Background: an optimization exercise with open tools, aiming at small area and a short achievable clock period. Do not read the settings as production practice. Only simulation tests tie the RTL to the original design; equivalence was not proved.

==> flow/design.v (outline; a module is shown in full before it is edited, if it fits) <==
// module fir_tap_chain: 1187 lines
// module fir_fa: 10 lines
// module fir_ha: 9 lines
// module fir_out_stage: 35 lines
// module axis_fir_lowpass: 40 lines
module axis_fir_lowpass (
        input  logic               s00_axis_aclk,
        input  logic               rst_n,
        input  logic               s00_axis_tvalid,
        input  fir_pkg::bus_word_t s00_axis_tdata,
        input  logic               s00_axis_tlast,
        output logic               s00_axis_tready,
        input  logic               m00_axis_tready,
        output logic               m00_axis_tvalid,
        output fir_pkg::bus_word_t m00_axis_tdata,
        output logic               m00_axis_tlast
);
  // ...
==> flow/flow/run.sh <==
#!/bin/bash
set -euo pipefail
bash standard.sh SETUP_SLACK_MARGIN=5.7 "BUFFER_PORTS_ARGS=-buffer_cell sky130_fd_sc_hd__buf_1" finish > standard.log 2>&1
==> flow/standard.sh <==
#!/bin/bash
# synth_recipe.tcl (not shown) runs the flow's synth.tcl, then flattens the netlist and writes it again
# the make line also repeats each setting of config.mk as NAME=value (left out here)
make -C /OpenROAD-flow-scripts/flow DESIGN_CONFIG=/design/flow/config.mk WORK_HOME=/design/flow/orfs CLKGATE_MAP_FILE= SYNTH_SCRIPT=/design/flow/synth_recipe.tcl "${@:-finish}"
==> flow/config.mk <==
export PLATFORM = sky130hd
export DESIGN_NAME = axis_fir_lowpass
export DESIGN_NICKNAME = axis_fir_lowpass
export VERILOG_FILES = /design/flow/design.v
export SDC_FILE = /design/flow/constraint.sdc
export NUM_CORES = 4
export LEC_CHECK = 0
export ABC_CLOCK_PERIOD_IN_PS = 1500
export CAP_MARGIN = 20
export CORE_MARGIN = 2
export CORE_UTILIZATION = 80
export SLEW_MARGIN = 20
export SYNTH_HIERARCHICAL = 1
==> flow/constraint.sdc <==
create_clock -name core_clock -period 10.5 [get_ports {s00_axis_aclk}]
set_input_delay 2.1000 -clock core_clock [delete_from_list [all_inputs] [get_ports {s00_axis_aclk}]]
set_output_delay 2.1000 -clock core_clock [all_outputs]
set_load 0.01 [all_outputs]
==> flow_metrics.py, run 1 <==
metrics = {
    "clock_network": {
        "cts_setup_buffers": 3,
        "cts.path.max_buffers": 3,
        "cts_resized": 27,
        "cts_tree": "yes",
    },
    "grt": {
        "grt_overflow": 0,
        "grt_pass1_wl_mm": 143,
        "grt_usage_pct": 37.3,
        "grt_pass1_vias": 26800,
    },
    "worst_setup_path": {
        "regToRegSetupSlack_ns": 5.66,
        "worstPathRequired_ns": 10.85,
        "timing.critical_path.slowest_stage_cell": "dfstp_2",
        "crit_cells": 20,
        "crit_family": "compound AO/OA/AOI/OAI gates",
        "r2r_start": "i_fir_tap_chain.k1[0]",
        "crit_chain": "inv_2, ha_4, ha_4, a311o_1, a31oi_4, buf_6, o21ai_4, a21oi_4, nor2_2, xor2_1, fa_1, ha_4, and3_4, nand2_2, or3_4, o211ai_1, nand2_1, o21bai_1, a21oi_1, xor2_1",
        "worst_r2r_path_depth": 20,
        "cp_common_cell": "ha_4",
    },
    "placement": {
        "portBuffers": 103,
    },
    "finish": {
        "inverters": 365,
        "diodes": 0,
        "finalNetCount": 3869,
        "post-route-util_pct": 88.0,
        "multi_input_area_sq_mm": 0.0247,
    },
    "route": {
        "drt_iter0_markers": 1565,
        "vias": 22900,
        "dr.pass1.iters": 5,
        "drtAntennaViolNets": 0,
    },
    "flow_run": {
        "drv_cap": 0,
    },
    "hold_path": {
        "hp-class": "flop to flop",
    },
    "floorplanning": {
        "start_util_pct": 81.2,
    },
    "run_status": {
        "outcome": "no timing/DRC/antenna violations",
    },
    "synthesis": {
        "syn_area_sq_mm": 0.0399,
        "synth_edf_count": 44,
    },
}
==> inputs of run 2 (changes only) <==
==> flow/flow/run.sh (replaced) <==
#!/bin/bash
set -euo pipefail
bash standard.sh SETUP_SLACK_MARGIN=6.0 "BUFFER_PORTS_ARGS=-buffer_cell sky130_fd_sc_hd__buf_1" finish > standard.log 2>&1
--- a/flow/config.mk
+++ b/flow/config.mk
@@ -10,3 +10,3 @@
 export CORE_MARGIN = 2
-export CORE_UTILIZATION = 80
+export CORE_UTILIZATION = 70
 export SLEW_MARGIN = 20
==> run 2 against run 1 <==
Against the previous run: clock skew shrank 0.0099 ns; critical path depth fell by 1; maximum frequency increased by 0.86%; die area rose by 14%; cell area is 3.0% higher; via count is 4.6% lower; global-route usage is 8.1 points lower.
==> flow_metrics.py, run 2 <==
metrics = {
    "synthesis": {
        "syn_area_sq_mm": 0.0399,
        "synth_flop_cell": "dfrtp_1",
        "synth_top_area_cell": "fa_1",
        "synth_nets": 3768,
        "synthArstFlopShare_pct": 91.9,
        "synthTopCellsByCount": "709 x fa_1, 434 x mux2_2, 419 x dfrtp_1, 365 x inv_1, 182 x ha_1",
        "yosysWarnings": 8,
        "synth_edf_count": 44,
        "syn_avg_cell_area_sq_um": 14.2,
        "synth.top_cell.area_share_pct": 35.5,
        "synth_cell_types": 62,
        "syn_inst": 2808,
        "yosysMostFrequentCell": "fa_1",
        "netlist_top_cells_area": "fa_1 36%, dfrtp_1 26%, mux2_2 12%",
        "synth-seq-area-share_pct": 34.7,
        "synth-seq-cells": 541,
    },
    "finish": {
        "drive_above_1_share_pct": 29.7,
        "finalNetCount": 3926,
        "final_cell_mix": "701 x fa_1, 434 x mux2_2, 362 x inv_1, 341 x dfrtp_1, 156 x ha_1",
        "reg.largest.list": "i_fir_out_stage.word (43), i_fir_tap_chain.q1 (43), i_fir_tap_chain.q2 (42)",
        "fin_area_sq_mm": 0.0446,
        "final_common_cell": "fa_1",
        "fillerInstances": 3380,
        "diodes": 0,
        "post-route-util_pct": 79.0,
        "area_growth_pct": 11.6,
    },
    "worst_setup_path": {
        "cp_common_cell": "ha_4",
        "endpoint_kind": "flop",
        "worst_r2r_path_depth": 19,
        "worstPathRequired_ns": 10.87,
        "cp.arrival_ns": 5.17,
        "setup.worst_path.class": "flop to flop",
        "crit_chain": "inv_2, ha_4, ha_4, a311o_1, a31oi_4, buf_6, o21ai_4, a21oi_1, nand2b_4, xnor2_2, fa_1, ha_4, nand4_1, or3_4, o211ai_1, nand2_1, o21bai_1, a21oi_2, xor2_1",
        "worstSetupStartpointType": "flop",
        "critPathMaxFanout": 5,
        "timing.critical_path.slowest_stage_cell": "dfstp_2",
        "cpPeakStageDelay_ns": 0.54,
        "crit_cells": 19,
        "crit_family": "compound AO/OA/AOI/OAI gates",
        "cp_num_buf_inv": 2,
    },
    "route": {
        "drtAntennaViolNets": 0,
        "drt_wl_total_mm": 81.6,
        "viasPerCell": 5.79,
        "drt-wirelength-per-cell_microns": 21.6,
        "wl_met1_mm": 29.9,
        "vias": 21800,
        "post-route-drc-count": 0,
        "top_layer": "met4",
        "dr_wl_met2_mm": 46.6,
        "drt_iter0_markers": 1150,
        "dr.pass1.iters": 7,
        "route.met3.wl_mm": 2.61,
    },
    "sta": {
        "hold_ws_ns": 0.456,
        "fin_crit_ns": 4.80,
        "finalCritPeriodShare_pct": 45.7,
        "final.setup.worst_slack_ns": 5.70,
        "slew_violations": 0,
        "fin_tns_setup_ns": 0,
        "setup_viol": 0,
        "tightestPinTransition_ns": 1.15,
        "rsz0062_at_grt": "yes",
        "maxSlewHeadroom_pct": 23.5,
        "fin_skew_ns": 0.0224,
        "max_freq_mhz": 208,
        "hold_viol_final": 0,
    },
    "grt": {
        "antenna_found_initial": 0,
        "grt_usage_pct": 29.2,
        "grt_max_degree": 190,
        "grt_pass1_wl_mm": 133,
        "grt_overflow": 0,
        "grt_pass1_vias": 25100,
    },
    "placement": {
        "portBuffers": 103,
        "pre_cts_ws_ns": 5.18,
        "hpwl_mm": 61.1,
        "gp_congestion": 0.880,
        "placed_area_sq_mm": 0.0411,
    },
    "clock_network": {
        "cts_root_buffer": "clkbuf_16",
        "cts.path.max_buffers": 3,
        "cts_tree": "yes",
        "clk_pin_slew_ns": 0.06,
        "numCtsBuffers": 59,
        "hold_buffers": 0,
        "cts_htree_levels": 2,
        "clock-sinks": 541,
        "clk_latency_ns": 0.62,
    },
    "floorplanning": {
        "core_sq_mm": 0.0564,
        "ios": 136,
        "die-area_sq_mm": 0.0590,
        "placementRows": 87,
        "die_w_microns": 243,
        "start_util_pct": 70.8,
        "dieHeight_microns": 243,
    },
    "run_status": {
        "outcome": "no timing/DRC/antenna violations",
    },
    "hold_path": {
        "hp-class": "flop to flop",
        "hold_depth": 0,
    },
    "flow_run": {
        "drv_cap": 0,
    },
}
==> run 2: cell counts after synthesis <==
Identical to the previous run, type by type.
==> run 2: path summary, 6_finish.rpt <==
path	slack (ns)	start	to
worst min-delay path	0.46	i_fir_tap_chain.q1[1]	i_fir_out_stage.word[1]
worst max-delay path	5.70	i_fir_tap_chain.k1[0]	i_fir_out_stage.word[36]
worst max register to register	5.70	i_fir_tap_chain.k1[0]	i_fir_out_stage.word[36]
min in group asynchronous	1.60	rst_n	i_fir_tap_chain.q1[1]
max in group asynchronous	6.68	rst_n	i_fir_tap_chain.h6[26]
worst min register to register	0.46	i_fir_tap_chain.q1[1]	i_fir_out_stage.word[1]
==> run 2: per-module statistics from Yosys, one instance, submodules excluded, excerpt <==
module         cells inside  cell area [sq um]  flops+latches  times used
fir_ha                    1               12.5              0          43
fir_out_stage            69               1530             45           1
fir_tap_chain          1987              23700            496           1
fir_fa                    1               20.0              0         709
==> run 2: per-stage QoR <==
stage                     std cells
after detailed placement       3588
after global placement         3588
after global routing           3773
final                          3773
after floorplan                2808
after CTS                      3721
==> run 2: logic make-up (layout without fill, tap and decap cells) <==
logic type / count (synthesis) / in the layout / synth area share, %
xor gates and xnor gates: 77 / 77 / 1.69
adders and majority gates: 891 / 891 / 41.2
buffers and inverters: 453 / 662 / 4.47
and+or+nand+nor: 203 / 203 / 2.39
AOI/OAI and AO/OA: 206 / 206 / 3.18
muxes: 437 / 437 / 12.3
DFF: 541 / 541 / 34.7
==> run 2: area by class of cell <==
type	instances	area, sq um	share of cell area (%)
Clock inverter	23	278	0.623
Tap cell	756	946	2.12
Multi-Input combinational cell	1814	25100	56.2
Timing Repair Buffer	185	1140	2.57
Sequential cell	541	14000	31.4
Clock buffer	89	1790	4.02
Inverter	365	1370	3.07
==> run 2: what timing repair did <==
item | CTS | global route
gates resized for setup | 85 | 149
pin swaps | 42 | 65
setup buffers | 21 | 52
endpoints found under the setup margin | 48 | 52
==> run 2: worst reg2reg max path: cells and delay by family (launching register included) <==
kind                       cells  cell delay [ns]
AOI/OAI and AO/OA              7             1.47
xor gates and xnor gates       2             0.24
adders and majority gates      4             1.17
buffers and inverters          2             0.20
DFF                            1             0.54
and+or+nand+nor                4             0.93
==> run 2: metal layers <==
layer / track usage (%) / vias up
met5: 0 / -
met4: 9.20 / 0
li1: - / 9484
met2: 53.9 / 393
met3: 3.99 / 161
met1: 35.8 / 11800

-- port drivers added, routing unchanged --
In the flow no input, the clock included, has a driving cell. The finished layouts below were timed again as built, in two steps.
Step 1, drivers: a clkbuf_16 drives s00_axis_aclk and a buf_2 each remaining input, both assumed.
Step 2 moves the port delays by t, midway between the first and last clock arrival at a register: inputs arrive t later, outputs are due t later. That takes back most of the time a late clock gives input paths.
Slacks: ideal ports / drivers / drivers and shift; pairs: ideal ports / drivers.
| run | shift t [ns] | slack for setup (ns) | hold slack, ns | clock arrival spread, ns | cell pins on the clock port's net |
|---|---|---|---|---|---|
| run 1 | 0.679 | 5.659 / 5.659 / 5.166 | 0.451 / 0.451 / 0.451 | 0.032 / 0.032 | 1 |
| run 2 | 0.675 | 5.700 / 5.700 / 5.243 | 0.456 / 0.456 / 0.456 | 0.025 / 0.026 | 1 |
After both steps every run listed still meets setup and hold. The setup slack of run 1, which loses most, moves by 0.000 ns with the drivers and by -0.493 ns with both steps.
